Source: an optimization exercise on an open RTL-to-GDS flow (aim: small area, a short achievable clock period and few clock cycles per item). Production flows keep margins and buffers that such runs may drop.
The RTL was checked by simulation tests, not by an equivalence proof against the original design.
Power figures rest on the tool's default switching activity, not on a simulated workload.

==> flow/design.v <==
package nand_cpu_pkg;
    localparam int ADDR_WIDTH = 16;
    localparam int DATA_SIZE = 8;
    localparam int MEM_TRANS_SIZE = 16;
    typedef logic [ADDR_WIDTH-1:0] addr_t;
    typedef logic [DATA_SIZE-1:0] instr_t;
    typedef logic [MEM_TRANS_SIZE-1:0] beat_t;
endpackage
module fetch_top (
    input logic clk,
    input logic n_rst,
    output logic instr_valid,
    input logic instr_ready,
    output nand_cpu_pkg::instr_t instr_data,
    output nand_cpu_pkg::addr_t instr_pc,
    input logic branch_valid,
    input nand_cpu_pkg::addr_t branch_target,
    output logic mem_req,
    output logic [12:0] mem_addr,
    input logic mem_ack,
    input logic [15:0] mem_data
);
    nand_cpu_pkg::addr_t pc;      
    logic out_valid;
    nand_cpu_pkg::instr_t out_data;
    logic [14:0] nf;              
    logic req;                    
    logic act;                    
    logic [1:0] beat;             
    logic stale;                  
    logic [15:0] fifo [2];
    logic rptr, wptr;             
    logic ne;                     
    logic full;                   
    logic need, nxt0, beat_in, pop, keep, push, push_need, issue, restart;
    nand_cpu_pkg::beat_t head;
    nand_cpu_pkg::addr_t pc_next;
    assign mem_req = req;
    assign mem_addr = nf[14:2];
    assign instr_valid = out_valid;
    assign instr_pc = pc;
    assign instr_data = out_data;
    assign pc_next = branch_valid ? branch_target :
                     (out_valid && instr_ready) ? pc + 1'b1 : pc;
    assign need = !out_valid || instr_ready;
    assign nxt0 = out_valid ^ pc[0];
    assign head = fifo[rptr];
    assign wptr = rptr ^ (ne && !full);
    assign beat_in = act && !stale && (beat == nf[1:0]);
    assign pop = need && ne && nxt0;
    assign keep = beat_in && (!full || pop);
    assign push_need = ne ? (!full || nxt0) : !nxt0;
    assign push = beat_in && (need ? push_need : !full);
    assign issue = !req && (!act || beat == 2'd3);
    assign restart = issue && (branch_valid || stale);
    always_ff @(posedge clk) begin
        if (!n_rst) begin
            pc <= '0;
            out_valid <= 1'b0;
            req <= 1'b0;
            act <= 1'b0;
            stale <= 1'b1;
            ne <= 1'b0;
            full <= 1'b0;
        end else begin
            pc <= pc_next;
            out_valid <= !branch_valid && ((out_valid && !instr_ready) || ne || beat_in);
            if (req && mem_ack) begin
                req <= 1'b0;
                act <= 1'b1;
            end else if (act && beat == 2'd3) begin
                act <= 1'b0;
            end
            if (issue) begin
                req <= 1'b1;
            end
            stale <= !issue && (stale || branch_valid);
            if (branch_valid) begin
                ne <= 1'b0;
                full <= 1'b0;
            end else if (push != pop) begin
                ne <= push || full;
                full <= push && ne;
            end
        end
    end
    always_ff @(posedge clk) begin
        if (act) begin
            beat <= beat + 1'b1;
        end else begin
            beat <= '0;
        end
        if (restart || keep) begin
            nf <= restart ? pc_next[15:1] : nf + 1'b1;
        end
        if (pop) begin
            rptr <= !rptr;
        end
        if (need) begin
            if (ne) begin
                out_data <= nxt0 ? head[15:8] : head[7:0];
            end else begin
                out_data <= nxt0 ? mem_data[15:8] : mem_data[7:0];
            end
        end
        if (push) begin
            fifo[wptr] <= mem_data;
        end
    end
endmodule
==> flow/flow/run.sh <==
#!/bin/bash
# The standard layout, with the smallest buffer (buf_1) on every input and
# output port instead of the one buffer_ports picks by default.
set -euo pipefail
export BUFFER_PORTS_ARGS="-buffer_cell sky130_fd_sc_hd__buf_1"
bash standard.sh > standard_flow.log 2>&1
==> flow/standard.sh <==
#!/bin/bash
# synth_recipe.tcl (not shown) runs the flow's synth.tcl, then flattens the netlist and writes it again
# the make line also repeats each setting of config.mk as NAME=value (left out here)
make -C /OpenROAD-flow-scripts/flow DESIGN_CONFIG=/design/flow/config.mk WORK_HOME=/design/flow/orfs CLKGATE_MAP_FILE= SYNTH_SCRIPT=/design/flow/synth_recipe.tcl "${@:-finish}"
==> flow/config.mk <==
export PLATFORM = sky130hd
export DESIGN_NAME = fetch_top
export DESIGN_NICKNAME = fetch_top
export VERILOG_FILES = /design/flow/design.v
export SDC_FILE = /design/flow/constraint.sdc
export NUM_CORES = 4
export LEC_CHECK = 0
export ABC_CLOCK_PERIOD_IN_PS = 2500
export CAP_MARGIN = 20
export CORE_MARGIN = 2
export CORE_UTILIZATION = 40
export PLACE_DENSITY = 0.6
export SETUP_SLACK_MARGIN = 4.4
export SLEW_MARGIN = 20
==> flow/constraint.sdc <==
create_clock -name core_clock -period 6.5 [get_ports {clk}]
set_input_delay 1.3000 -clock core_clock [delete_from_list [all_inputs] [get_ports {clk}]]
set_output_delay 1.3000 -clock core_clock [all_outputs]
set_load 0.01 [all_outputs]
==> reports/results.txt, run 1 <==
The biggest cell delay along the critical path works out to 260 ps. The tools report the global-route wire length before repair as 15500 um. The run gives 45 as the number of different library cells in the post-synthesis netlist. Routability-driven placement finished with a final weighted congestion of 0.773. Counting every net in the synthesized netlist gives 376. The via count of the first global-routing pass was 3028; the internal cell power was 948 uW. In the final timing run, aggregate negative setup slack is 0 ps. STA classifies the critical path endpoint as a register. The critical path is of the in2reg type. The tools report the H-tree level count as 3.

STA classifies the critical path startpoint as an input pin. Registers take 2220 um2. The die is 104 um tall. In this run the core area contains 36 standard-cell rows. The final-layout fill cell count came out at 817. The flow ran to the end and the layout has no timing, DRC or antenna violations.

The root buffer cell chosen for the clock tree is sky130_fd_sc_hd__clkbuf_8. At the pin with the least slew margin, the transition time is 923 ps. The total global routing overflow is 0, and the part of the power in combinational logic is 20.7%. The number of pins with negative max-slew slack in the final report was 0; the antenna diode count was 0.

The share of synthesized area in the top cell type comes to 42.0%. For this block, the routed nets add up to 9720 um of wire. Buffers placed on the I/O ports in this run total 75. The most prevalent standard cell on the critical path was sky130_fd_sc_hd__buf_6. Multi-input gate area in the final layout: 1830 um2.

Buffers inserted to repair hold after CTS numbered 0. The worst ir drop on vdd came out at 0.116 mV. In the finished design, the share of the clock period the worst path needs comes to 36.0%.

The total routing usage reported by global routing is 18.4%. The cell type with the highest aggregate area in the netlist is sky130_fd_sc_hd__edfxtp_1. The warning count from the yosys run came out at 1. The synthesized netlist occupies a cell area of 4010 um2.

The final critical-path required period was 2340 ps; the worst-case clock buffer depth was 2. In the synthesized netlist, the number of instances is 336. The fraction of layout instances using a drive strength above 1 is 40.1%, and the share of total power in sequential cells is 47.7%. The analysis attributes to cell leakage a power of 2.24 nW. Measured against its own limit, the worst slew margin works out to 38.4%. Timing analysis after detailed placement gives a worst setup slack of 3130 ps. Worst setup slack after layout: 4160 ps. The clock latency at the later pin of the worst-skew pair is 360 ps, and the post-detailed-route via-to-cell ratio is 4.96.

The tools report the maximum number of pins on one net before global-route repair as 26. TritonCTS built the clock tree. Ranked by total cell area, the synthesized netlist is headed by sky130_fd_sc_hd__edfxtp_1, sky130_fd_sc_hd__dfxtp_1, sky130_fd_sc_hd__mux2i_1, sky130_fd_sc_hd__xor2_1, sky130_fd_sc_hd__mux4_1.

For this design, the sink count on the clock tree is 81. Clock-pin slew was measured on the worst setup and hold paths at 80 ps. The post-synthesis sequential area ratio came out at 54.4%.

The logs give 9730 um2 for the area of the core and 0 for the count of unresolved DRC violations after routing. Data arrives at the worst endpoint at 2420 ps. For this design the total switching power over the nets is 340 uW.

The number of enable flip-flop cells after synthesis was 56. The logs give 473 ps for the worst hold slack across all endpoints and 41.2% for the effective utilization at floorplan. Of the total power, the share spent switching nets is 26.4%. The wire length per cell after detailed routing works out to 15.8 um. The floorplan die width is 104 um. The tools report the overall power consumption as 1.29 mW. Setup repair after global routing could not meet its margin everywhere. In this run, CTS created clock tree buffers numbering 9.

The critical path goes through buf_12 > nand2b_4 > buf_6 > and2_4 > a31oi_4 > nor3_4 > buf_6 > buf_16. The number of hold violations in the final report is 0, and the worst endpoint required time is 6580 ps. The first detailed-routing pass ran for 4 iterations. The tools report the setup-violating endpoint count in the final report as 0. For this block, the via count after detailed routing is 3044.

Derived from the worst setup path, the maximum achievable clock frequency is 428 MHz. The share of synthesized registers carrying an async set or reset was 0%; the number of max-cap violations was 0. In this run the mean area of a mapped cell was 11.9 um2. Once detail routing completed, the nets flagged for antenna violations numbered 0.

For this design the ratio of total power to cell area is 230 nW/um2. The initial antenna violation count was 0. The signed area change from the synthesized netlist to the final layout was 39.9%.

Of all nets on the critical path, the largest fanout is 7. For this run, the post-layout net count is 517. The largest individual stage delay along the critical path comes from the cell sky130_fd_sc_hd__nor3_4. The final worst clock skew was 10.1 ps.

Synthesis inferred 81 register bits. The detailed router finished its first iteration with 194 violations. 76 I/O pins were placed. The kind of cell adding the most delay to the critical path was simple AND/OR/NAND/NOR gates. The main flop type after synthesis was sky130_fd_sc_hd__edfxtp_1. The die covers 10800 um2. Together, buffers and inverters on the worst path number 4. The HPWL after detailed placement is 5990 um. The path class of the lowest-slack min-delay path was reg2reg. Of the total power, the clock network draws 31.7%.
==> path summary, 6_finish.rpt <==
path	depth (start not counted)	end	slack, ps	from
max	8	fifo[0][15]	4160	instr_ready
min	1	beat[0]	470	beat[0]
max reg2reg	8	nf[11]	4350	pc[0]
min reg2reg	1	beat[0]	470	beat[0]
==> logic make-up after synthesis <==
logic type	count (synthesis)	share of synthesized area, %
flip-flops	81	54.4
AND/OR/NAND/NOR	109	15.3
adder cells (fa/ha/maj)	3	0.937
XOR/XNOR	29	6.81
AO/OA/AOI/OAI	51	7.34
multiplexers	28	10.0
buffers and inverters	35	5.12
==> flip-flops by register name (all words and copies together), names as in the netlist, 2 cells and up, named ones only <==
register  cells
beat          2
nf           15
out_data      8
fifo         32
pc           16
==> through the flow <==
stage	cells	area (um2)	utilization, %
after floorplan	336	4120	-
after global placement	519	4390	45.1
after detailed placement	519	4390	45.1
after CTS	597	5390	55.4
after global routing	614	5610	57.6
final	614	5610	57.6
==> layout make-up <==
| type | instances | area share (%) |
|---|---|---|
| Sequential cell | 81 | 39.7 |
| Timing Repair Buffer | 154 | 20.2 |
| Clock buffer | 9 | 2.21 |
| Inverter | 9 | 0.647 |
| Clock inverter | 6 | 1.65 |
| Multi-Input combinational cell | 222 | 32.7 |
| Tap cell | 133 | 2.97 |
==> cell usage after synthesis (5+ instances only) <==
master                      n
sky130_fd_sc_hd__clkbuf_1   7
sky130_fd_sc_hd__nor2_1    17
sky130_fd_sc_hd__xor2_1    16
sky130_fd_sc_hd__mux4_1     5
sky130_fd_sc_hd__and3_1     5
sky130_fd_sc_hd__a31oi_1    6
sky130_fd_sc_hd__and2_1     6
sky130_fd_sc_hd__inv_1      8
sky130_fd_sc_hd__xnor2_1   12
sky130_fd_sc_hd__nand4_1    7
sky130_fd_sc_hd__o21ai_0    9
sky130_fd_sc_hd__nand2b_1   6
sky130_fd_sc_hd__nor3_1     5
sky130_fd_sc_hd__o21ai_1   11
sky130_fd_sc_hd__buf_4     15
sky130_fd_sc_hd__nand2_1   26
sky130_fd_sc_hd__edfxtp_1  56
sky130_fd_sc_hd__a21oi_1   14
sky130_fd_sc_hd__mux2i_1   18
sky130_fd_sc_hd__nand3_1   13
sky130_fd_sc_hd__nor2b_1   10
sky130_fd_sc_hd__dfxtp_1   25
==> power by group through the flow <==
stage                     Clock, mW  Sequential [mW]  Combinational (mW)
after global routing          0.442            0.618               0.289
after global placement            0            0.639               0.157
after floorplan                   0            0.636               0.129
after CTS                     0.417            0.614               0.244
after detailed placement          0            0.640               0.159
final                         0.408            0.614               0.267
==> repair_timing <==
action / CTS / global route
gates cloned: 3 / 0
setup buffers: 60 / 17
gates resized for setup: 90 / 30
setup endpoints to repair: 122 / 105
pin swaps: 10 / 20
==> metal layers <==
layer | vias to the layer above | global-route usage (%) | wire, um | share of wire [%]
met1 | 1466 | 24.6 | 4570 | 47
met5 | - | 0 | 0 | 0
met4 | 0 | 5.21 | 78 | 0.80
met2 | 64 | 29.3 | 4590 | 47
li1 | 1507 | - | - | -
met3 | 7 | 5.20 | 485 | 5.0
==> worst reg2reg max path, cell delays in order (launching register included) <==
cell and delay (ps):
sky130_fd_sc_hd__dfxtp_4 360, sky130_fd_sc_hd__buf_4 170, sky130_fd_sc_hd__ha_1 220, sky130_fd_sc_hd__nand4_1 330
sky130_fd_sc_hd__nor4_2 390, sky130_fd_sc_hd__xor2_1 100, sky130_fd_sc_hd__mux2i_1 140, sky130_fd_sc_hd__buf_4 140
sky130_fd_sc_hd__mux2i_1 60
==> placed cells by master (no fill, tap or decap), drive strengths merged, types with 7 or more instances in the layout <==
cell	n
clkbuf	26
nor2b	10
mux2i	18
xnor2	12
edfxtp	56
o21ai	20
buf	137
nand4	7
xor2	17
mux4	8
nand3	15
nor2	17
nor3	8
nand2	27
inv	10
dfxtp	25
a21oi	15
Testbench counts, summed over its fixed seeds: cycles 64,126, bytes 34,829.
==> run 2, diff against run 1 <==
--- a/flow/config.mk
+++ b/flow/config.mk
@@ -8,7 +8,7 @@
 export ABC_CLOCK_PERIOD_IN_PS = 2500
 export CAP_MARGIN = 20
 export CORE_MARGIN = 2
-export CORE_UTILIZATION = 40
-export PLACE_DENSITY = 0.6
-export SETUP_SLACK_MARGIN = 4.4
+export CORE_UTILIZATION = 65
+export PLACE_DENSITY = 0.8
+export SETUP_SLACK_MARGIN = 4.0
 export SLEW_MARGIN = 20
==> reports/results.txt, run 2 <==
The flow ran to the end and the layout has no timing, DRC or antenna violations. Number of flip-flops under the largest register name: 32. Summed over all instances, the cell type with the most area after synthesis is sky130_fd_sc_hd__edfxtp_1. In this run, synthesis inferred 56 flip-flops with an integrated enable. After detailed routing, the number of remaining DRC violations is 0. After floorplanning, the core was sized to cover 5960 um2. TritonCTS built the clock tree.

The global routing stage identified its most utilized layer as met2. The area share of the largest cell type after synthesis works out to 42.0%. Wire length per cell after detailed routing: 17.3 um. For the pin with the worst max-slew slack, the measured transition is 881 ps.

The fraction of layout instances using a drive strength above 1 came out at 13.5%. The share of synthesized registers carrying an async set or reset came out at 0%. Walking the worst path, the cells encountered are buf_2 > nand2b_4 > buf_4 > o21ai_1 > a21oi_1 > nor3_4 > buf_12. The half-perimeter wire length after detailed placement was 5950 um; the internal cell power was 802 uW.

For hold timing, the worst endpoint is beat[0]. In this run the remaining antenna-violating nets after routing total 0. The netlist uses 45 different library cells. The logs give 2587 for the via count of the first global-routing pass and 12700 um for the global-route wire length before repair. Fill cells in the final layout number 410.

For the number of pins with negative max-slew slack in the final report, the log shows 0. Register ranked first by flip-flop count: fifo. The die is 82.5 um wide. The CTS sink count came out at 81. Routability-driven placement finished with a final weighted congestion of 0.823. In this run the power density over the cells is 244 nW/um2. Detailed-routing iteration count for the pre-antenna-repair pass: 4.

The post-detailed-route via-to-cell ratio was 5.85; the antenna diode count was 0. The run gives 0 as the number of hold violations in the final report. In this run, the clock network consumes 29.1% of the power.

The tools report the clock root buffer master as sky130_fd_sc_hd__clkbuf_8. The largest registers in the layout are fifo (32), pc (16), nf (15). The post-synthesis sequential area ratio was 54.4%. Across all register-to-register paths, the minimum setup slack is 4370 ps. The worst setup path is launched from an input pin. Synthesis handed over a netlist of 336 instances.

The run gives 4.13% as the fraction of met3 tracks used by global routing. The depth of the worst register-to-register path was 6; the combined area of all synthesized cells was 4010 um2. The number of buffer and inverter instances along the worst setup path came out at 3. The clock latency at the later pin of the worst-skew pair came out at 360 ps. The startpoint identified for the worst hold timing path is beat[0]. Biggest cell delay along the critical path: 250 ps. In the post-synthesis netlist, the cell with the most instances is sky130_fd_sc_hd__edfxtp_1. After floorplanning, the core was divided into 28 placement rows. The endpoint identified for the worst register-to-register timing path is nf[11].

Setup repair after global routing left no endpoint under its margin. The logs give 4570 um2 for the final non-filler cell area and 35.9% for the fraction of met1 tracks used by global routing. Leakage power summed over all cells: 1.67 nW.

The library cell used most frequently in the layout, excluding fill and tap cells, is sky130_fd_sc_hd__buf_1. The number of storage elements in the synthesis netlist is 81, and the net switching share of the total power is 27.9%. The worst hold path belongs to the class reg2reg. The routed layout has 2870 vias. The H-tree level count is 3. Leaving out fill and tap cells, the most frequent cells in the layout are sky130_fd_sc_hd__buf_1, sky130_fd_sc_hd__edfxtp_1, sky130_fd_sc_hd__nand2_1. The count of cells along the worst hold path was 1; the setup-violating endpoint count in the final report was 0. The switching power is 310 uW, and the number of placed I/O pins is 76. The tools report the number of nets produced by synthesis as 376. The die covers 6810 um2. The detailed-route wire length was 8520 um; the clock slew at the register clock pins of the worst setup and hold paths was 70 ps.

Summing all flip-flop and latch instances after layout gives 2180 um2. The part of the power in combinational logic is 14.5%. The worst ir drop on vdd was 0.237 mV. The effective utilization at floorplan was 67.3%.

Data on the critical path is required at its endpoint by 6560 ps. Endpoint arrival time on the critical path: 2510 ps. The number of input and output port buffers inserted is 75, and the count of routing violations after the opening detailed-route iteration is 187. The tools report the met2 layer usage reported by global route as 40.5%. The multi-input combinational cells in the finished layout cover a total of 1680 um2.

The kind of cell with the highest combined delay along the critical path is buffers and inverters. The logs give 9 for the number of buffers inserted during clock tree synthesis and 409 MHz for the achievable clock frequency. Measured against its own limit, the worst slew margin works out to 41.2%.

Sorting the synthesized cells by how often they occur yields sky130_fd_sc_hd__edfxtp_1, sky130_fd_sc_hd__nand2_1, sky130_fd_sc_hd__dfxtp_1, sky130_fd_sc_hd__mux2i_1, sky130_fd_sc_hd__nor2_1. Sorting the synthesized cells by area gives the leading types as sky130_fd_sc_hd__edfxtp_1, sky130_fd_sc_hd__dfxtp_1, sky130_fd_sc_hd__mux2i_1, sky130_fd_sc_hd__xor2_1, sky130_fd_sc_hd__mux4_1. The final worst clock skew is 12.8 ps. The longest clock path from root to sink contains 2 buffers. The tools report the initial antenna violation count as 0. The warning count from the yosys run came out at 1.

The final critical-path share of the clock period came out at 37.6%. The standard cell with the maximum stage delay on the critical path is sky130_fd_sc_hd__nor3_4. The run gives 451 as the number of nets in the layout. The number of max-cap violations is 0. The worst path in the final design needs a cycle of 2440 ps, including I/O delays and setup. Critical path capture point type: a register. Entering global routing, the biggest net connects 27 pins. The post-detailed-placement cell area was 4270 um2. For this run, the leading register cell type out of synthesis is sky130_fd_sc_hd__edfxtp_1. In this run the worst path has a maximum fanout of 16.

The total global routing overflow was 0; the signed area change from the synthesized netlist to the final layout was 13.9%. The critical path in this run is classified as in2reg. The startpoint identified for the worst register-to-register timing path is pc[0]. The die height was 82.5 um; the total negative slack was 0 ps.

The share of total power in sequential cells is 56.4%, and the mean instance size in the synthesized netlist is 11.9 um2. Global routing used 25.8% of the available tracks across all layers.
## run 2: kinds of logic after synthesis
logic type | share of synthesized area, %
flops | 54.4
mux | 10.0
xor+xnor | 6.81
simple gates | 15.3
fa+ha+maj | 0.937
compound gates | 7.34
buf+inv | 5.12
## run 2: layout make-up
class	instances	share of cell area, %
clock buffer	10	2.80
clock inverter	6	0.987
inverter	9	0.740
multi-input combinational	221	36.7
sequential	81	47.8
tap	75	2.06
timing repair buffer	89	8.88
## run 2: timing repair
action	in CTS	in global routing
gates cloned	0	1
setup endpoints to repair	61	33
hold buffers	0	0
buffers inserted	9	4
gates resized for setup	3	1
pin swaps	4	2
## run 2: worst max path at each step
stage | start | endpoint | cells past startpoint
after detailed placement | instr_ready | fifo[1][0] | 6
after floorplan | instr_ready | fifo[0][0] | 5
final | instr_ready | fifo[0][0] | 7
after global routing | instr_ready | nf[12] | 6
after global placement | instr_ready | fifo[1][0] | 5
after CTS | branch_valid | nf[2] | 5
## run 2: stage by stage
step / std cells / util, % / setup slack [ps] / hold slack, ps / total power [mW]
2_1_floorplan: 336 / - / 3790 / 437 / 0.758
3_3_place_gp: 461 / 71.7 / 3280 / 449 / 0.786
3_5_place_dp: 461 / 71.7 / 3130 / 463 / 0.793
4_1_cts: 486 / 76.0 / 4060 / 482 / 1.11
5_1_grt: 491 / 76.7 / 4000 / 497 / 1.16
6_report: 491 / 76.7 / 4060 / 475 / 1.11
## run 2: power groups by stage
stage / Combinational, mW / Sequential [mW] / Clock (mW)
2_1_floorplan: 0.122 / 0.636 / 0
3_3_place_gp: 0.149 / 0.637 / 0
3_5_place_dp: 0.154 / 0.639 / 0
4_1_cts: 0.156 / 0.627 / 0.325
5_1_grt: 0.177 / 0.634 / 0.348
6_report: 0.161 / 0.628 / 0.324
## run 2: per-layer routing
layer / vias up / part of all wire (%) / routed length, um
li1: 1370 / - / -
met1: 1381 / 45 / 3870
met2: 106 / 47 / 4020
met3: 13 / 5.1 / 437
met4: 0 / 2.3 / 192
met5: - / 0 / 0
## run 2: worst reg2reg max path: cells and delay by family, from the launching register on
family	cells	cell delay, ps
XOR/XNOR	1	110
adder cells (fa/ha/maj)	1	280
flip-flops	1	550
multiplexers	2	380
AND/OR/NAND/NOR	2	560
==> run 3, diff against run 2 <==
--- a/flow/config.mk
+++ b/flow/config.mk
@@ -8,7 +8,7 @@
 export ABC_CLOCK_PERIOD_IN_PS = 2500
 export CAP_MARGIN = 20
 export CORE_MARGIN = 2
-export CORE_UTILIZATION = 65
-export PLACE_DENSITY = 0.8
+export CORE_UTILIZATION = 40
+export PLACE_DENSITY = 0.6
 export SETUP_SLACK_MARGIN = 4.0
 export SLEW_MARGIN = 20
==> reports/results.txt, run 3 <==
After synthesis, the cell types taking the most area are sky130_fd_sc_hd__edfxtp_1, sky130_fd_sc_hd__dfxtp_1, sky130_fd_sc_hd__mux2i_1, sky130_fd_sc_hd__xor2_1, sky130_fd_sc_hd__mux4_1. The number of buffer and inverter instances along the worst setup path is 1. STA classifies the critical path endpoint as a primary output.

The region available for standard cell placement spans 9730 um2. Subtracting the final worst setup slack from the clock period gives 2420 ps. The startpoint identified for the worst register-to-register timing path is pc[0].

The floorplan step set the die height to 104 um. At the pin with the least slew margin, the transition time is 843 ps. Summing the areas of all and, or, nand and nor instances in the mapped netlist gives 15.3% of the synthesized area. Of the total synthesized cell area, the portion taken by XOR and XNOR cells is 6.81%. The count of routing violations after the opening detailed-route iteration is 192. After detailed routing, the total wire length is 8290 um.

Using the TritonRoute via totals, the vias-per-cell ratio works out to 5.03. In this run the core area contains 36 standard-cell rows. The initial antenna violation count was 0; the quantity of hold-fixing buffers added after cts was 0.

In the final layout, the share of cells above drive strength 1 is 12.3%. The tree built by TritonCTS fans out to 81 sinks. Ranked by instance count, the synthesized netlist is headed by sky130_fd_sc_hd__edfxtp_1, sky130_fd_sc_hd__nand2_1, sky130_fd_sc_hd__dfxtp_1, sky130_fd_sc_hd__mux2i_1, sky130_fd_sc_hd__nor2_1.

The area share of fa/ha/maj cells after synthesis was 0.937%. The worst ir drop on vdd is 0.114 mV, and the number of buffers inserted during clock tree synthesis is 9. Placer congestion estimate: 0.795. The count of unresolved DRC violations after routing was 0. The number of nets produced by synthesis was 376. The share of synthesized registers carrying an async set or reset came out at 0%. The number of storage elements in the synthesis netlist is 81. The signal on the critical path passes through buf_1. The logs give 336 for the synthesized instance count and 2645 for the via count of the first global-routing pass. Ranked by flip-flop count, first place goes to fifo.

The count of cells along the worst hold path works out to 1. The flow ran to the end and the layout has no timing, DRC or antenna violations. By area, the combinational part of the netlist is dominated by simple AND/OR/NAND/NOR gates. Most common library cell in the layout ignoring fill and taps: sky130_fd_sc_hd__buf_1.

The H-tree level count was 3; the post-detailed-placement cell area was 4350 um2. Number of pins with negative max-slew slack in the final report: 0. Setup violations remaining at the end of the flow were counted as 0. For this run, the top clock speed supported by timing is 413 MHz. The maximum number of pins on one net before global-route repair was 27. In this run the power density over the cells is 252 nW/um2.

The path class of the lowest-slack min-delay path is reg2reg. The first global-routing pass estimated 13500 um of wire. The number of flip-flops under the largest register name is 32, and the wire length per cell after detailed routing is 15.3 um. The signed area change from the synthesized netlist to the final layout was 15.2%; the final core area utilization was 47.5%.

The multiplexer share of the synthesized area is 10.0%. The floorplan die width was 104 um; the number of vias in the routed layout was 2719. The worst register-to-register path has a depth of 5. The final non-filler cell area was 4620 um2.

The tools report the total global routing overflow as 0. The number of different library cells used by synthesis comes to 45. On the worst path, the slowest cell contributes a delay of 540 ps. The number of hold violations in the final report is 0, and the leakage power summed over all cells is 1.65 nW. The synthesized netlist devotes 7.34% of its cell area to compound gates. On the final layout, the worst hold slack is 476 ps. Setup repair after global routing left no endpoint under its margin.

The cell sitting at the root of the clock tree is a sky130_fd_sc_hd__clkbuf_8. The final critical-path share of the clock period works out to 37.2%. The total routing usage reported by global routing came out at 15.9%. In the synthesized netlist the dominant register cell turns out to be sky130_fd_sc_hd__edfxtp_1. The sort of element at the start of the critical path was a register.

The reg-to-reg setup timing slack was 4180 ps; the number of enable flip-flop cells after synthesis was 56. The repair_antennas step left the layout with diodes totalling 0. The number of nets in the layout was 443. In the layout the commonest cells are sky130_fd_sc_hd__buf_1, sky130_fd_sc_hd__edfxtp_1, sky130_fd_sc_hd__nand2_1. The initial utilization of the core area, before any placement, comes to 41.2%. The count of nets left with antenna violations once routing finished came out at 0.

The share of synthesized area in the top cell type comes to 42.0%. The half-perimeter wire length after detailed placement was 5990 um. For the worst setup path, the data arrival time is 1120 ps.

TritonCTS built the clock tree. Start point of the worst min-delay path: beat[0]. The cell with the most instances after synthesis was sky130_fd_sc_hd__edfxtp_1.

The clock latency at the later pin of the worst-skew pair was 360 ps. The reg-to-reg critical path endpoint was nf[3]. In this run the worst path has a maximum fanout of 6.

The biggest area contributor in the post-synthesis netlist is sky130_fd_sc_hd__edfxtp_1. By startpoint and endpoint, the worst setup path is classified as reg2out. During I/O placement, the number of pins put on the boundary was 76.

Data on the critical path is required at its endpoint by 5200 ps. The clock slew at the register clock pins of the worst setup and hold paths works out to 80 ps. The warning count from the yosys run is 1.

The tool flagged a number of max-cap violations equal to 0. The die covers 10800 um2. The cell family contributing the most delay on the critical path is flip-flops.

The cell area that synthesis handed to floorplanning was 4010 um2. Across the routed clock network, the largest skew measured is 16.3 ps. A synthesized cell averages 11.9 um2. The pre-antenna-repair detailed-routing pass consisted of 4 iterations.

In this run the deepest clock path goes through 2 buffers. Headroom to the max-slew limit came out at 43.7%. The largest registers in the layout are fifo (32), pc (16), nf (15). For hold timing, the worst endpoint is beat[0]. Buffers placed on the I/O ports in this run total 75. The largest individual stage delay along the critical path comes from the cell sky130_fd_sc_hd__dfxtp_1.

The total negative slack was 0 ps. For the post-synthesis sequential area ratio, the log shows 54.4%.
## run 3: cell counts after synthesis
Identical to the previous run, type by type.
## run 3: stage by stage
step / total power [mW] / setup slack (ps) / instances
after detailed placement: 0.795 / 3140 / 520
final: 1.17 / 4080 / 541
after CTS: 1.18 / 4050 / 541
after floorplan: 0.758 / 3790 / 336
after global placement: 0.793 / 3220 / 520
after global routing: 1.22 / 4000 / 541
## run 3: how the worst max path moves through the flow
stage	start	end	cells after the start
floorplan	instr_ready	fifo[0][0]	5
global placement	instr_ready	fifo[0][6]	5
detailed placement	instr_ready	fifo[0][5]	5
CTS	pc[0]	instr_pc[0]	1
global route	pc[0]	fifo[1][11]	5
finish	pc[0]	instr_pc[0]	1
## run 3: routing by layer
metal / wire length [um] / global-route usage, % / vias to the layer above
met2: 3830 / 25.3 / 64
met4: 83 / 3.76 / 0
met1: 3930 / 21.3 / 1298
met3: 454 / 4.95 / 9
li1: - / - / 1348
met5: 0 / 0 / -
## run 3: power breakdown
group | total (mW) | internal [mW] | switching, mW | leakage, nW
Sequential | 0.628 | 0.593 | 0.0351 | 0.736
Clock | 0.382 | 0.192 | 0.190 | 0.103
Combinational | 0.155 | 0.0672 | 0.0882 | 0.810
Total | 1.17 | 0.852 | 0.314 | 1.65
## run 3: layout make-up
cell class | instances | area (um2)
Inverter | 9 | 33.8
Clock buffer | 10 | 138
Fill cell | 951 | 5110
Multi-Input combinational cell | 220 | 1670
Timing Repair Buffer | 82 | 353
Clock inverter | 6 | 72.6
Tap cell | 133 | 166
Sequential cell | 81 | 2180
## run 3: cell families after synthesis
| kind of cell | Yosys count |
|---|---|
| XOR/XNOR | 29 |
| AND/OR/NAND/NOR | 109 |
| buffers and inverters | 35 |
| AO/OA/AOI/OAI | 51 |
| multiplexers | 28 |
| flip-flops | 81 |
| adder cells (fa/ha/maj) | 3 |
## run 3: what timing repair did
item | CTS | global route
gates resized for setup | 3 | 1
setup buffers | 5 | 0
hold endpoints to repair | 0 | 0
endpoints found under the setup margin | 55 | 15
pin swaps | 2 | 0
cloned | 0 | 0
==> run 4, diff against run 3 <==
--- a/flow/config.mk
+++ b/flow/config.mk
@@ -10,5 +10,5 @@
 export CORE_MARGIN = 2
 export CORE_UTILIZATION = 40
 export PLACE_DENSITY = 0.6
-export SETUP_SLACK_MARGIN = 4.0
+export SETUP_SLACK_MARGIN = 4.3
 export SLEW_MARGIN = 20
==> reports/results.txt, run 4 <==
Summed over all instances, the cell type with the most area after synthesis is sky130_fd_sc_hd__edfxtp_1. Counting I/O delays and the setup requirement, the final critical path takes 2320 ps. The die outline area is 10800 um2, and the achievable clock frequency is 430 MHz.

The die height was 104 um; the number of nets in the layout was 494. For this design the static power due to leakage is 2.11 nW. During placement, the flow inserted port buffers numbering 75. Path class of the lowest-slack min-delay path: reg2reg. After clock tree synthesis, the clock-pin slew on the worst setup and hold paths is 90 ps. The run gives 6580 ps as the worst endpoint required time.

The run finished with no timing, DRC or antenna violations. The clock root buffer master is sky130_fd_sc_hd__clkbuf_8. For the final database, setup skew stands at 13.8 ps. The H-tree was split into 3 levels. More flip-flops sit in one register than any other, and that register is fifo. Ranked by total cell area, the synthesized netlist is headed by sky130_fd_sc_hd__edfxtp_1, sky130_fd_sc_hd__dfxtp_1, sky130_fd_sc_hd__mux2i_1, sky130_fd_sc_hd__xor2_1, sky130_fd_sc_hd__mux4_1.

In this run, CTS created clock tree buffers numbering 9. The endpoint identified for the worst register-to-register timing path is fifo[0][8]. The floorplan die width came out at 104 um.

The tools report the final non-filler cell area as 5310 um2. Worst reg2reg path startpoint: out_valid. Signed area change from the synthesized netlist to the final layout: 32.5%. The kind of cell with the highest combined delay along the critical path is simple AND/OR/NAND/NOR gates.

The detailed-routing iteration count for the pre-antenna-repair pass is 4. Among all flip-flop cells after synthesis, the most frequent one is sky130_fd_sc_hd__edfxtp_1. In the final layout, the share of cells above drive strength 1 is 36.2%. Cell with the most instances after synthesis: sky130_fd_sc_hd__edfxtp_1.

The logs give 0 for the total global routing overflow and 0 for the number of pins with negative max-slew slack in the final report. The number of cells on the worst reg-to-reg path is 7. Worst-case clock buffer depth: 2. The worst setup path is launched from an input pin. For the half-perimeter wire length after detailed placement, the log shows 5960 um. The most prevalent standard cell on the critical path was sky130_fd_sc_hd__buf_6. In the global route stage, overall resource usage came out at 18.3%. The worst hold path begins at beat[0].

The logs give 0 for the initial antenna violation count and 0.762 for the placer congestion estimate. The setup-violating endpoint count in the final report is 0. The average instance in the mapped netlist occupies 11.9 um2. After the first detailed-routing iteration, the DRC count stood at 214.

The number of vias in the routed layout is 3023. After synthesis, the most frequently instantiated cells are sky130_fd_sc_hd__edfxtp_1, sky130_fd_sc_hd__nand2_1, sky130_fd_sc_hd__dfxtp_1, sky130_fd_sc_hd__mux2i_1, sky130_fd_sc_hd__nor2_1. The tools report the warning count from the yosys run as 1. The tools report the critical path capture point type as a register. The critical path in this run is classified as in2reg. The share of synthesized cell area in and, or, nand and nor gates is 15.3%. The worst ir drop on vdd is 0.153 mV. The number of nets produced by synthesis is 376.

The measured slew at the worst slew-check pin was 967 ps; the via count of the first global-routing pass was 3005. On the worst path, the slowest cell contributes a delay of 190 ps. After Yosys synthesis, XOR and XNOR cells account for 6.81% of the synthesized area. Dividing total power by cell area gives a power density of 232 nW/um2.

TritonCTS built the clock tree. After synthesis the netlist holds a flip-flop and latch count of 81. Along the worst path, the maximum fanout reaches 8.

Area of the core: 9730 um2. The worst pin sits at a relative slew slack of 35.4%. Post-detailed-placement cell area: 4370 um2. The register with the most flip-flops in the layout has 32 of them.

Wires add up to 9790 um. Leaving out fill and tap cells, the most frequent cell in the layout is sky130_fd_sc_hd__edfxtp_1. The logs give 26 for the maximum number of pins on one net before global-route repair and 336 for the synthesized instance count. The repair_antennas step left the layout with diodes totalling 0.

The largest registers in the layout are fifo (32), pc (16), nf (15). After detailed routing, the average wire length per cell comes to 16.5 um. The initial utilization of the core area, before any placement, comes to 41.2%. Of the synthesized area, sequential elements account for 54.4%.

For this design, the slowest cell found on the critical path is sky130_fd_sc_hd__and2_4. Synthesis instantiated 45 different standard cells from the library. The multiplexer share of the synthesized area was 10.0%; the number of buffer and inverter instances along the worst setup path was 4. The synthesized netlist devotes 0.937% of its cell area to adder and majority cells. The tools report the CTS sink count as 81. Dividing the detail-routed via count by the number of cells gives 5.11. Dividing the final minimum period by the clock period gives 35.7%. Largest family of logic cells by synthesized area: simple AND/OR/NAND/NOR gates.

Counting flops with a built-in enable in the synthesized netlist gives 56. For the final routed database, the setup TNS stands at 0 ps. Share of synthesized registers carrying an async set or reset: 0%. Setup repair after global routing could not meet its margin everywhere. The logs give 4010 um2 for the combined area of all synthesized cells and 15500 um for the global-route wire length before repair. The count of cells along the worst hold path is 1, and the reg-to-reg setup timing slack is 4260 ps. Number of max-cap violations: 0.

The path with the worst hold slack has its endpoint at beat[0]. Data on the critical path arrives at its endpoint at 2400 ps. The later pin in the worst-skew pair is clocked with a latency of 360 ps.

For this design the top-level I/O count stands at 76. The count of nets left with antenna violations once routing finished came out at 0. Traced cell by cell, the critical path runs through buf_12 > nand2b_4 > and2_4 > buf_6 > a31oi_4 > nor3_4 > buf_6 > buf_16. Of the post-synthesis cell area, the dominant cell type holds 42.0%. The filler cells instantiated in the layout total 832. After clock tree synthesis, the flow added hold-fix buffers numbering 0. For the number of hold violations in the final report, the log shows 0. In the layout the commonest cells are sky130_fd_sc_hd__edfxtp_1, sky130_fd_sc_hd__buf_4, sky130_fd_sc_hd__buf_1. The count of unresolved DRC violations after routing came out at 0. The initialized floorplan defines 36 standard-cell rows.

The compound-cell area share of the yosys netlist came out at 7.34%.
[run 4: cell count changes in the layout (fill, tap and decap cells not counted), moves of 6 or more]
cell,before,now
sky130_fd_sc_hd__buf_1,73,38
sky130_fd_sc_hd__buf_2,2,11
sky130_fd_sc_hd__buf_4,5,46
sky130_fd_sc_hd__buf_6,1,8
sky130_fd_sc_hd__clkbuf_2,0,21
sky130_fd_sc_hd__dfxtp_1,24,7
sky130_fd_sc_hd__dfxtp_2,1,7
sky130_fd_sc_hd__dfxtp_4,0,11
[run 4: area by class of cell]
class / instances / area [um2] / area share [%]
inverters: 9 / 36.3 / 0.683
well taps: 133 / 166 / 3.13
repair buffers: 131 / 885 / 16.7
multi-input cells: 222 / 1790 / 33.7
flip-flops and latches: 81 / 2230 / 42.0
clock buffers: 9 / 124 / 2.33
clock inverters: 7 / 73.8 / 1.39
[run 4: repair_timing]
| item | CTS | global route |
|---|---|---|
| setup endpoints to repair | 110 | 94 |
| resized for setup | 64 | 33 |
| gates cloned | 4 | 0 |
| pin swaps | 5 | 6 |
| hold endpoints to repair | 0 | 0 |
| buffers inserted | 32 | 22 |
[run 4: stage by stage]
step           util [%]  hold WS, ps  setup slack [ps]  total power [mW]  std cells
3_3_place_gp       44.9          459              2900             0.796        518
2_1_floorplan         -          437              3790             0.763        336
5_1_grt            54.6          513              4170              1.29        592
4_1_cts            51.9          470              4240              1.21        570
6_report           54.6          469              4180              1.23        592
3_5_place_dp       44.9          457              2860             0.799        518
[run 4: how the worst max path moves through the flow]
stage                            start          to  slack, ps  cells after the start
after floorplan            instr_ready  fifo[0][0]       3790                      5
after global placement    branch_valid      nf[11]       2900                      4
after detailed placement  branch_valid      nf[11]       2860                      4
after CTS                  instr_ready  fifo[0][8]       4240                      8
after global routing       instr_ready       nf[6]       4170                      6
final                      instr_ready  fifo[0][8]       4180                      8
[run 4: kinds of logic after synthesis]
| group | after synthesis |
|---|---|
| XOR/XNOR | 29 |
| multiplexers | 28 |
| flip-flops | 81 |
| buffers and inverters | 35 |
| AO/OA/AOI/OAI | 51 |
| AND/OR/NAND/NOR | 109 |
| adder cells (fa/ha/maj) | 3 |
[run 4: metal layers]
metal	GRT usage, %	share of wire (%)	up-vias
li1	-	-	1459
met3	4.95	4.5	21
met5	0	0	-
met1	23.5	44	1461
met2	30.0	50	82
met4	6.27	1.8	0
[run 4: where the power goes]
part | total (mW) | leakage, nW | switching (mW) | internal [mW]
sequential | 0.616 | 0.744 | 0.0245 | 0.591
combinational | 0.241 | 1.26 | 0.120 | 0.121
clock | 0.375 | 0.102 | 0.194 | 0.181
==> run 5, diff against run 4 <==
--- a/flow/config.mk
+++ b/flow/config.mk
@@ -9,6 +9,8 @@
 export CAP_MARGIN = 20
 export CORE_MARGIN = 2
 export CORE_UTILIZATION = 40
+export CTS_CLUSTER_DIAMETER = 100
+export CTS_CLUSTER_SIZE = 30
 export PLACE_DENSITY = 0.6
-export SETUP_SLACK_MARGIN = 4.3
+export SETUP_SLACK_MARGIN = 4.2
 export SLEW_MARGIN = 20
==> reports/results.txt, run 5 <==
Detailed placement ended at an HPWL of 5950 um. CTS built an H-tree with a depth of 3. In this run the mean area of a mapped cell was 11.9 um2. Power spread over the standard cell area amounts to 240 nW/um2. The reg-to-reg critical path endpoint was fifo[0][6].

For this run, the number of standard cells in the final layout without fillers is 562. The run finished with no timing, DRC or antenna violations. The number of instances in the placed design was 519; the detailed-route wire length was 8840 um. Type of the worst setup path: in2reg. In the routed layout, each cell is associated on average with a via count of 5.12. The area growth from synthesis to layout is 19.7%. In the post-synthesis netlist, the cell with the most instances is sky130_fd_sc_hd__edfxtp_1. The floorplan die width works out to 104 um.

The logs give 1.15 mW for the overall power consumption and 360 ps for the clock latency at the later pin of the worst-skew pair. The die outline area was 10800 um2. The tools report the worst endpoint required time as 6610 ps.

The clock network power share was 29.5%; the count of cells along the worst hold path was 1. The logs give 0 for the initial antenna violation count and 16.3% for the part of the power in combinational logic. The maximum number of pins on one net before global-route repair was 28. Synthesis inferred 81 register bits.

STA classifies the critical path startpoint as an input pin. The register with the most flip-flops in the final layout is fifo. The tool flagged a number of max-cap violations equal to 0.

The final antenna-violating net count was 0. The worst hold path begins at beat[0]. The run gives 0 as the quantity of hold-fixing buffers added after cts. For this run the aggregate overflow at the end of global routing stands at 0. The warning count from the yosys run is 1. Synthesis produced a netlist whose cell count is 336. In this run the worst path has a maximum fanout of 16. Measured on the finished design, the core utilization comes to 49.3%. Clock-pin slew was measured on the worst setup and hold paths at 80 ps.

Worst reg2reg path startpoint: ne. The root buffer cell chosen for the clock tree is sky130_fd_sc_hd__clkbuf_8. Across all hold checks on the routed design, the worst slack comes to 480 ps. Summed over its instances, the top area cell type makes up 42.0% of the synthesized netlist area. TritonCTS built the clock tree. The CTS sink count came out at 81. In this run the worst hold path is classified as reg2reg. The via count of the first global-routing pass came out at 2710. The main flop type after synthesis is sky130_fd_sc_hd__edfxtp_1. The worst hold endpoint is beat[0]. The achievable clock frequency was 440 MHz; the endpoint arrival time on the critical path was 2380 ps. The first detailed-routing pass ran for 6 iterations. Counting along the longest clock path gives a buffer depth of 2. For the relative slew slack, the log shows 40.2%. The routed layout has 2875 vias. Across every metal layer, demand over resource in global routing totals 16.4%.

The final layout contains 464 nets. The number of input and output port buffers inserted works out to 75. In the final layout, the registers with the most flip-flops are fifo (32), pc (16), nf (15). Routability-driven placement finished with a final weighted congestion of 0.806. The post-synthesis sequential area ratio is 54.4%.

For the number of buffers inserted during clock tree synthesis, the log shows 9. Dividing the detail-routed wire length by the instance count gives 15.7 um. The logs give 4340 um2 for the post-detailed-placement cell area and 24.7% for the met2 layer usage reported by global route.

The effective utilization at floorplan was 41.2%. The depth of the worst register-to-register path came out at 4. For the final-layout fill cell count, the log shows 922. Cell type with the highest aggregate area in the netlist: sky130_fd_sc_hd__edfxtp_1. For this run, design rule violations remaining after detail routing come to 0. In the synthesized netlist, the cells that appear most often are sky130_fd_sc_hd__edfxtp_1, sky130_fd_sc_hd__nand2_1, sky130_fd_sc_hd__dfxtp_1, sky130_fd_sc_hd__mux2i_1, sky130_fd_sc_hd__nor2_1. The net switching share of the total power was 28.6%. When the netlist entered floorplanning its net count stood at 376. The leakage power summed over all cells came out at 1.77 nW. Pin placement for this block handled 76 I/O pins.

The number of pins with negative max-slew slack in the final report was 0; the share of total power in sequential cells was 54.2%. For the number of hold violations in the final report, the log shows 0. Global routing consumed, on the met3 layer, 4.14% of the routing resources. The worst ir drop on vdd is 0.107 mV. The fraction of layout instances using a drive strength above 1 was 19.6%; the worst setup slack after layout was 4230 ps.

Setup violations remaining at the end of the flow were counted as 0. The number of different library cells in the post-synthesis netlist is 45. The global-route wire length before repair is 13800 um, and the die height is 104 um. Setup total negative slack on the finished layout was measured at 0 ps. The global routing stage identified its most utilized layer as met2. The reg-to-reg setup timing slack was 4530 ps; the final non-filler cell area was 4800 um2. The library cells used most frequently in the layout, excluding fill and tap cells, are sky130_fd_sc_hd__buf_1, sky130_fd_sc_hd__edfxtp_1, sky130_fd_sc_hd__nand2_1. The internal cell power came out at 822 uW. Setup repair after global routing could not meet its margin everywhere. For the pin with the worst max-slew slack, the measured transition is 896 ps. The mapped netlist covers 4010 um2. Final critical-path required period: 2270 ps. Most common library cell in the layout ignoring fill and taps: sky130_fd_sc_hd__buf_1.

On the final layout, the worst clock skew is 15.7 ps. In this run the standard cell core region covers 9730 um2. The register with the most flip-flops in the layout has 32 of them. The repair_antennas step left the layout with diodes totalling 0. The worst setup path is captured at a register.

The fraction of met1 tracks used by global routing is 23.0%. Counting flops with a built-in enable in the synthesized netlist gives 56. The final critical-path share of the clock period was 35.0%; the share of synthesized registers carrying an async set or reset was 0%. By area the synthesized netlist is led by sky130_fd_sc_hd__edfxtp_1, sky130_fd_sc_hd__dfxtp_1, sky130_fd_sc_hd__mux2i_1, sky130_fd_sc_hd__xor2_1, sky130_fd_sc_hd__mux4_1. OpenSTA, run right after detailed placement, puts the worst setup slack at 3090 ps.

The floorplan has 36 rows. The switching power was 330 uW. After the first detailed-routing iteration, the DRC count stood at 158.
[run 5: cells by family after synthesis]
logic type | count (synthesis) | share of synthesized area (%)
AOI/OAI and AO/OA | 51 | 7.34
xor gates and xnor gates | 29 | 6.81
adders and majority gates | 3 | 0.937
buffers and inverters | 35 | 5.12
DFF | 81 | 54.4
muxes | 28 | 10.0
and+or+nand+nor | 109 | 15.3
[run 5: per-layer routing]
metal / vias up / wire, um / share of wire (%)
met5: - / 0 / 0
met4: 0 / 96 / 1.1
met3: 8 / 371 / 4.2
met2: 61 / 4020 / 46
met1: 1405 / 4350 / 49
li1: 1401 / - / -
[run 5: critical path, stage by stage]
cell and delay [ps]:
sky130_fd_sc_hd__buf_4 190, sky130_fd_sc_hd__nor2_1 90, sky130_fd_sc_hd__nor3_2 280, sky130_fd_sc_hd__buf_6 190, sky130_fd_sc_hd__mux2_2 330
[run 5: timing repair]
item,in CTS,in global routing
endpoints found under the setup margin,77,68
pin swaps,3,4
gates cloned,1,1
gates resized for setup,16,12
buffers inserted,12,13
hold endpoints to repair,0,0
[run 5: area by class of cell]
type / count / area (um2) / share of cell area (%)
multi-input cells: 221 / 1690 / 35.3
clock inverters: 7 / 53.8 / 1.12
flip-flops and latches: 81 / 2200 / 45.8
inverters: 9 / 33.8 / 0.704
well taps: 133 / 166 / 3.47
clock buffers: 9 / 124 / 2.58
repair buffers: 102 / 528 / 11.0
[run 5: how the worst max path moves through the flow]
stage,from,end,slack [ps]
2_1_floorplan,instr_ready,fifo[0][0],3790
3_3_place_gp,instr_ready,fifo[0][3],3230
3_5_place_dp,instr_ready,fifo[1][3],3090
4_1_cts,instr_ready,nf[11],4200
5_1_grt,instr_ready,nf[11],4120
6_report,branch_valid,nf[1],4230
[run 5: power groups by stage]
stage | Sequential, mW | Combinational (mW) | Clock (mW)
after floorplan | 0.636 | 0.122 | 0
after detailed placement | 0.640 | 0.154 | 0
after global placement | 0.639 | 0.152 | 0
after global routing | 0.629 | 0.207 | 0.368
final | 0.624 | 0.188 | 0.340
after CTS | 0.626 | 0.165 | 0.348
==> run 6, diff against run 5 <==
--- a/flow/config.mk
+++ b/flow/config.mk
@@ -9,8 +9,6 @@
 export CAP_MARGIN = 20
 export CORE_MARGIN = 2
 export CORE_UTILIZATION = 40
-export CTS_CLUSTER_DIAMETER = 100
-export CTS_CLUSTER_SIZE = 30
 export PLACE_DENSITY = 0.6
 export SETUP_SLACK_MARGIN = 4.2
 export SLEW_MARGIN = 20
==> reports/results.txt, run 6 <==
The number of hold violations in the final report came out at 0. The die covers 10800 um2. Sequential cells were found to cover 54.4% of the synthesized design area. The worst hold slack across all endpoints came out at 480 ps.

The main flop type after synthesis was sky130_fd_sc_hd__edfxtp_1. Summed over all instances, the cell type with the most area after synthesis is sky130_fd_sc_hd__edfxtp_1. In this run the number of H-tree levels came out at 3.

Measured against its own limit, the worst slew margin works out to 40.2%. Yosys attributes the largest share of cell area to sky130_fd_sc_hd__edfxtp_1, sky130_fd_sc_hd__dfxtp_1, sky130_fd_sc_hd__mux2i_1, sky130_fd_sc_hd__xor2_1, sky130_fd_sc_hd__mux4_1. The initial utilization of the core area, before any placement, comes to 41.2%.

STA classifies the critical path endpoint as a register. For this run the aggregate overflow at the end of global routing stands at 0. Maximum fanout count along the critical path: 16. The final layout contains routed wiring with a total length of 8840 um. TritonCTS created 9 clock buffers. The biggest cell delay along the critical path was 330 ps; the signed area change from the synthesized netlist to the final layout was 19.7%. The largest registers in the layout are fifo (32), pc (16), nf (15). The tools report the detailed-routing iteration count for the pre-antenna-repair pass as 6. The number of buffers and inverters on the critical path is 2. The final layout contains 464 nets. The tree is rooted in a sky130_fd_sc_hd__clkbuf_8. The area share of the largest cell type after synthesis works out to 42.0%. TritonCTS built the clock tree.

The final critical-path required period works out to 2270 ps. The number of placed I/O pins was 76. The depth of the worst register-to-register path is 4, and the die height is 104 um.

The flow ran to the end and the layout has no timing, DRC or antenna violations. The count of routing violations after the opening detailed-route iteration is 158. Type of the worst setup path: in2reg. After layout, the worst path uses 35.0% of the clock period. The endpoint identified for the worst register-to-register timing path is fifo[0][6]. The number of pins with negative max-slew slack in the final report was 0. The fraction of layout instances using a drive strength above 1 works out to 19.6%. The worst hold endpoint was beat[0]. The wire-length estimate of the detail-placed layout is 5950 um. Once placement completed, the tool counted placed cells totaling 519. Static timing analysis puts the maximum clock frequency at 440 MHz.

The number of flip-flops under the largest register name is 32, and the number of input and output port buffers inserted is 75. Walking the worst path, the cells encountered are buf_4 > nor2_1 > nor3_2 > buf_6 > mux2_2. In the layout the commonest cells are sky130_fd_sc_hd__buf_1, sky130_fd_sc_hd__edfxtp_1, sky130_fd_sc_hd__nand2_1. Counting flops with a built-in enable in the synthesized netlist gives 56. The total negative slack came out at 0 ps.

For this design, the slowest cell found on the critical path is sky130_fd_sc_hd__mux2_2. The path class of the lowest-slack min-delay path is reg2reg. For this design the ratio of total power to cell area is 240 nW/um2. The cell area that synthesis handed to floorplanning was 4010 um2. The worst setup path is launched from an input pin. The count of cells along the worst hold path was 1; the worst ir drop on vdd was 0.107 mV. The tools report the total routing usage reported by global routing as 16.4%.

The logs give 376 for the number of nets produced by synthesis and 13800 um for the global-route wire length before repair. The run gives 6610 ps as the worst endpoint required time. In the post-synthesis netlist, the cell with the most instances is sky130_fd_sc_hd__edfxtp_1. Data on the critical path arrives at its endpoint at 2380 ps. The tools report the synthesized instance count as 336. The tools report the final worst clock skew as 15.7 ps. Setup violations remaining at the end of the flow were counted as 0. The initial antenna violation count is 0. Setup repair after global routing could not meet its margin everywhere.

In the routed design, unresolved DRC markers number 0. The clock slew at the register clock pins of the worst setup and hold paths came out at 80 ps. The placer congestion estimate is 0.806, and the mean instance size in the synthesized netlist is 11.9 um2. The tools report the start point of the worst min-delay path as beat[0].

Counting flops and latches in the post-synthesis netlist gives 81. Number of different library cells in the post-synthesis netlist: 45. The run gives 1 as the warning count from the yosys run. The worst-case clock buffer depth is 2. The most common library cell in the layout ignoring fill and taps was sky130_fd_sc_hd__buf_1. The routed layout has 2875 vias. The tool flagged a number of max-cap violations equal to 0.

The commonest cells after synthesis are sky130_fd_sc_hd__edfxtp_1, sky130_fd_sc_hd__nand2_1, sky130_fd_sc_hd__dfxtp_1, sky130_fd_sc_hd__mux2i_1, sky130_fd_sc_hd__nor2_1. Counting flops with an async set or reset pin after synthesis yields a share of 0%. The via count of the first global-routing pass is 2710. The reg-to-reg setup timing slack is 4530 ps, and the CTS sink count is 81. The worst register-to-register path begins at ne. In this run the static leakage power is 1.77 nW. The repair_antennas step left the layout with diodes totalling 0.

The kind of cell adding the most delay to the critical path is buffers and inverters. The die is 104 um wide. The wire length per cell after detailed routing was 15.7 um. The final instance count without filler cells was 562. The detail route stage leaves a number of antenna-violating nets equal to 0. For the pin with the worst max-slew slack, the measured transition is 896 ps. The run gives 28 as the maximum number of pins on one net before global-route repair. More flip-flops sit in one register than any other, and that register is fifo. The floorplan has 36 rows.

The post-detailed-route via-to-cell ratio is 5.12. The floorplan step defined a core boundary enclosing 9730 um2. At the later pin of the worst-skew pair, clock insertion delay measures 360 ps.
==> run 6: cell counts after synthesis <==
No cell type changed its count.
==> run 6: worst max path at each step <==
stage                             from    endpoint  slack, ps  cells after the start
after global placement     instr_ready  fifo[0][3]       3230                      5
after floorplan            instr_ready  fifo[0][0]       3790                      5
after detailed placement   instr_ready  fifo[1][3]       3090                      6
after global routing       instr_ready      nf[11]       4120                      6
after CTS                  instr_ready      nf[11]       4200                      6
final                     branch_valid       nf[1]       4230                      5
==> run 6: kinds of logic after synthesis <==
logic type | count (synthesis) | share of synthesized area, %
XOR/XNOR | 29 | 6.81
multiplexers | 28 | 10.0
adder cells (fa/ha/maj) | 3 | 0.937
AND/OR/NAND/NOR | 109 | 15.3
flip-flops | 81 | 54.4
AO/OA/AOI/OAI | 51 | 7.34
buffers and inverters | 35 | 5.12
==> run 6: timing repair <==
| item | 4_1_cts | 5_1_grt |
|---|---|---|
| pin swaps | 3 | 4 |
| hold buffers | 0 | 0 |
| setup buffers | 12 | 13 |
| setup endpoints to repair | 77 | 68 |
| gates cloned | 1 | 1 |
| gates resized for setup | 16 | 12 |
==> run 6: final cells by class <==
| cell class | instances | area (um2) |
|---|---|---|
| Clock buffer | 9 | 124 |
| Multi-Input combinational cell | 221 | 1690 |
| Tap cell | 133 | 166 |
| Fill cell | 922 | 4930 |
| Inverter | 9 | 33.8 |
| Clock inverter | 7 | 53.8 |
| Sequential cell | 81 | 2200 |
| Timing Repair Buffer | 102 | 528 |
==> run 6: stage by stage <==
stage / setup WS, ps / total power [mW] / cell area, um2 / util [%]
global placement: 3230 / 0.791 / 4340 / 44.6
global route: 4120 / 1.20 / 4800 / 49.3
floorplan: 3790 / 0.758 / 4060 / -
CTS: 4200 / 1.14 / 4650 / 47.8
detailed placement: 3090 / 0.795 / 4340 / 44.6
finish: 4230 / 1.15 / 4800 / 49.3
==> run 6: report_power, final <==
part           leakage, nW  internal [mW]  switching (mW)  total [mW]
Combinational        0.941         0.0877           0.100       0.188
Clock               0.0875          0.142           0.198       0.340
Sequential           0.739          0.593          0.0313       0.624
==> run 6: routing by layer <==
metal | global-route usage (%) | part of all wire, % | vias up
met2 | 24.7 | 46 | 61
met1 | 23.0 | 49 | 1405
met5 | 0 | 0 | -
met4 | 5.79 | 1.1 | 0
met3 | 4.14 | 4.2 | 8
li1 | - | - | 1401
==> run 7, diff against run 6 <==
--- a/flow/config.mk
+++ b/flow/config.mk
@@ -9,6 +9,7 @@
 export CAP_MARGIN = 20
 export CORE_MARGIN = 2
 export CORE_UTILIZATION = 40
+export CTS_BUF_LIST = sky130_fd_sc_hd__clkbuf_16
 export PLACE_DENSITY = 0.6
 export SETUP_SLACK_MARGIN = 4.2
 export SLEW_MARGIN = 20
==> reports/results.txt, run 7 <==
From left edge to right edge, the die measures 104 um. In this run the biggest area consumer among cell types represents 42.0% of the synthesized area. Dividing the detail-routed wire length by the instance count gives 15.8 um. For the worst setup path, the data required time is 6570 ps. The initial utilization of the core area, before any placement, comes to 41.2%.

The area share of fa/ha/maj cells after synthesis was 0.937%; the number of flip-flops under the largest register name was 32. Setup total negative slack on the finished layout was measured at 0 ps. For the final instance count without filler cells, the log shows 563.

The logs give 519 for the number of instances in the placed design and 2880 for the number of vias in the routed layout. By count the netlist is led by sky130_fd_sc_hd__edfxtp_1, sky130_fd_sc_hd__nand2_1, sky130_fd_sc_hd__dfxtp_1, sky130_fd_sc_hd__mux2i_1, sky130_fd_sc_hd__nor2_1. The post-detailed-placement cell area came out at 4340 um2. At the end of routability-driven placement, the weighted congestion stood at 0.806. The compound-cell area share of the yosys netlist is 7.34%, and the depth of the worst register-to-register path is 4. Summed over all instances, the cell type with the most area after synthesis is sky130_fd_sc_hd__edfxtp_1.

Detailed-routing iteration count for the pre-antenna-repair pass: 4. The number of max-cap violations was 0. Setup slack closes at 4200 ps. The path class of the lowest-slack min-delay path is reg2reg. Leaving out fill and tap cells, the most frequent cell in the layout is sky130_fd_sc_hd__buf_1.

The endpoint arrival time on the critical path is 2370 ps, and the final critical-path share of the clock period is 35.4%. For this run, the total global-route usage over all layers was measured as 16.2%. In the final design database the tool counted 465 nets. The first global-routing pass estimated 13700 um of wire. The number of different library cells in the post-synthesis netlist was 45; the quantity of hold-fixing buffers added after cts was 0.

The number of storage elements in the synthesis netlist was 81. The clock slew at the register clock pins of the worst setup and hold paths is 60 ps, and the post-synthesis sequential area ratio is 54.4%. For this run, the top clock speed supported by timing is 435 MHz.

The die outline area was 10800 um2. TritonCTS built the clock tree. In the post-synthesis netlist, the cell with the most instances is sky130_fd_sc_hd__edfxtp_1. After routing the design area is 4910 um2. The first routing iteration left 143 violations. Synthesis handed over a netlist of 336 instances. The share of synthesized registers carrying an async set or reset was 0%. Timing analysis after detailed placement gives a worst setup slack of 3090 ps. The run finished with no timing, DRC or antenna violations.

The count of cells along the worst hold path came out at 1. The tree built by TritonCTS fans out to 81 sinks. The total power per unit cell area works out to 261 nW/um2. Initial antenna violation count: 0.

The clock tree synthesis step divided the H-tree into 3 levels. Post-synthesis xor/xnor area fraction: 6.81%. The warning count from the yosys run was 1; the fraction of layout instances using a drive strength above 1 was 19.3%. In the layout the commonest cells are sky130_fd_sc_hd__buf_1, sky130_fd_sc_hd__edfxtp_1, sky130_fd_sc_hd__nand2_1. Final critical-path required period: 2300 ps. Post-detailed-route via-to-cell ratio: 5.12.

The clock root buffer master was sky130_fd_sc_hd__clkbuf_16. At the end of the flow the core is filled with cells to 50.5%. Entering global routing, the biggest net connects 28 pins. For the pin with the worst max-slew slack, the measured transition is 941 ps. By area, the combinational part of the netlist is dominated by simple AND/OR/NAND/NOR gates. Summed over all layers, the routed wires come to 8900 um. After detailed routing, the number of remaining DRC violations is 0.

The share of synthesized cell area in and, or, nand and nor gates is 15.3%. The overall power consumption was 1.28 mW. The worst setup path is launched from an input pin.

The number of buffers inserted during clock tree synthesis was 9; the number of pins with negative max-slew slack in the final report was 0. The tools report the worst hold slack across all endpoints as 474 ps. Signed area change from the synthesized netlist to the final layout: 22.5%. Setup repair after global routing could not meet its margin everywhere.

Main flop type after synthesis: sky130_fd_sc_hd__edfxtp_1. For the final database, setup skew stands at 7.20 ps. The repair_antennas step left the layout with diodes totalling 0. By area the synthesized netlist is led by sky130_fd_sc_hd__edfxtp_1, sky130_fd_sc_hd__dfxtp_1, sky130_fd_sc_hd__mux2i_1, sky130_fd_sc_hd__xor2_1, sky130_fd_sc_hd__mux4_1. The register ranked first by flip-flop count was fifo. The mapped netlist covers 4010 um2. Measured against the total synthesized area, the mux share comes to 10.0%.

The leakage power summed over all cells was 1.82 nW. The via count of the first global-routing pass was 2684. The die height is 104 um. Input and output buffers added on the ports amount to 75.

The region available for standard cell placement spans 9730 um2. The largest registers in the layout are fifo (32), pc (16), nf (15). The critical path is of the in2reg type. The logs give 2 for the worst-case clock buffer depth and 36 for the number of rows in the core area.

STA classifies the critical path endpoint as a register. The number of nets produced by synthesis came out at 376. Along the worst path, the maximum fanout reaches 4. Pin placement for this block handled 76 I/O pins. The run gives 330 ps as the clock latency at the later pin of the worst-skew pair. A synthesized cell averages 11.9 um2. VDD sags by at most 0.164 mV. The number of enable flip-flop cells after synthesis was 56; the relative slew slack was 37.1%. Total global routing overflow: 0.

The HPWL after detailed placement is 5950 um. The detail route stage leaves a number of antenna-violating nets equal to 0. The tools report the number of hold violations in the final report as 0. The setup-violating endpoint count in the final report is 0.
==> run 7: cell counts after synthesis <==
No cell type changed its count.
==> run 7: cell type report <==
class | instances | area (um2)
fillers | 909 | 4820
flip-flops and latches | 81 | 2190
multi-input cells | 221 | 1710
repair buffers | 103 | 522
clock buffers | 9 | 225
well taps | 133 | 166
clock inverters | 7 | 53.8
inverters | 9 | 36.3
==> run 7: worst max-delay path, stage by stage <==
cell	delay, ps
sky130_fd_sc_hd__buf_8	80
sky130_fd_sc_hd__nand4_1	210
sky130_fd_sc_hd__nor2_1	250
sky130_fd_sc_hd__a21oi_1	90
sky130_fd_sc_hd__nor3_1	300
sky130_fd_sc_hd__o22ai_1	140
==> run 7: repair_timing <==
item,in CTS,in global routing
setup buffers,10,16
endpoints found under the hold margin,0,0
gates cloned,1,1
setup endpoints to repair,74,54
gates resized for setup,17,13
pin swaps,7,5
==> run 7: cells by family (layout without fill, tap and decap cells) <==
| logic type | after synthesis | in the layout |
|---|---|---|
| simple gates | 109 | 110 |
| compound gates | 51 | 51 |
| buf+inv | 35 | 128 |
| mux | 28 | 28 |
| flops | 81 | 81 |
| fa+ha+maj | 3 | 3 |
| xor+xnor | 29 | 29 |
==> run 7: per-layer routing <==
layer  GRT usage [%]  share of wire [%]  vias to the layer above
li1                -                  -                     1403
met1            23.0                 49                     1392
met2            24.5                 45                       76
met3            3.70                4.2                        9
met4            5.50                1.1                        0
met5               0                  0                        -
==> run 7: path summary, 6_finish.rpt <==
check             slack (ps)        start         end
setup / recovery        4200  instr_ready      nf[13]
hold / removal           470      beat[0]     beat[0]
setup reg to reg        4480           ne  fifo[0][4]
hold reg to reg          470      beat[0]     beat[0]
==> run 7: power breakdown <==
part,switching [mW],internal [mW],leakage [nW]
logic,0.0962,0.0836,0.946
clock network,0.213,0.262,0.134
registers,0.0350,0.593,0.738
total,0.344,0.939,1.82

-- separate check: timing with driven ports --
In the flow no input, the clock included, has a driving cell. The finished layouts below were timed again as built, in two steps. Step 1 sets driving cells, clkbuf_16 on the clock port and buf_2 on the other inputs (assumed; they add their load-dependent delay and slew). Step 2, shift: input delay + t, output delay - t, t = (earliest + latest rising clock arrival at the registers) / 2. This alone moves slack from input paths to output paths. Slacks: no drivers / after step 1 / after step 2; pairs: no drivers / after step 1.
| run | shift t [ns] | setup slack, ns | worst hold slack (ns) | worst register clock-pin slew, ns | pins driven straight from the clock port |
|---|---|---|---|---|---|
| run 1 | 0.386 | 4.162 / 4.109 / 3.723 | 0.473 / 0.473 / 0.473 | 0.09 / 0.09 | 1 |
| run 2 | 0.382 | 4.058 / 4.067 / 3.685 | 0.475 / 0.475 / 0.475 | 0.09 / 0.09 | 1 |
| run 3 | 0.378 | 4.080 / 4.050 / 3.737 | 0.476 / 0.476 / 0.476 | 0.10 / 0.10 | 1 |
| run 4 | 0.382 | 4.177 / 4.139 / 3.757 | 0.469 / 0.469 / 0.469 | 0.09 / 0.09 | 1 |
| run 5 | 0.386 | 4.228 / 4.195 / 3.834 | 0.480 / 0.480 / 0.480 | 0.10 / 0.10 | 1 |
| run 6 | 0.386 | 4.228 / 4.195 / 3.834 | 0.480 / 0.480 / 0.480 | 0.10 / 0.10 | 1 |
| run 7 | 0.368 | 4.201 / 4.186 / 3.817 | 0.474 / 0.474 / 0.474 | 0.06 / 0.06 | 1 |
After both steps setup and hold are still met in every run listed. For run 1, which loses most, drivers alone change the setup slack by -0.053 ns; drivers and shift together by -0.439 ns.
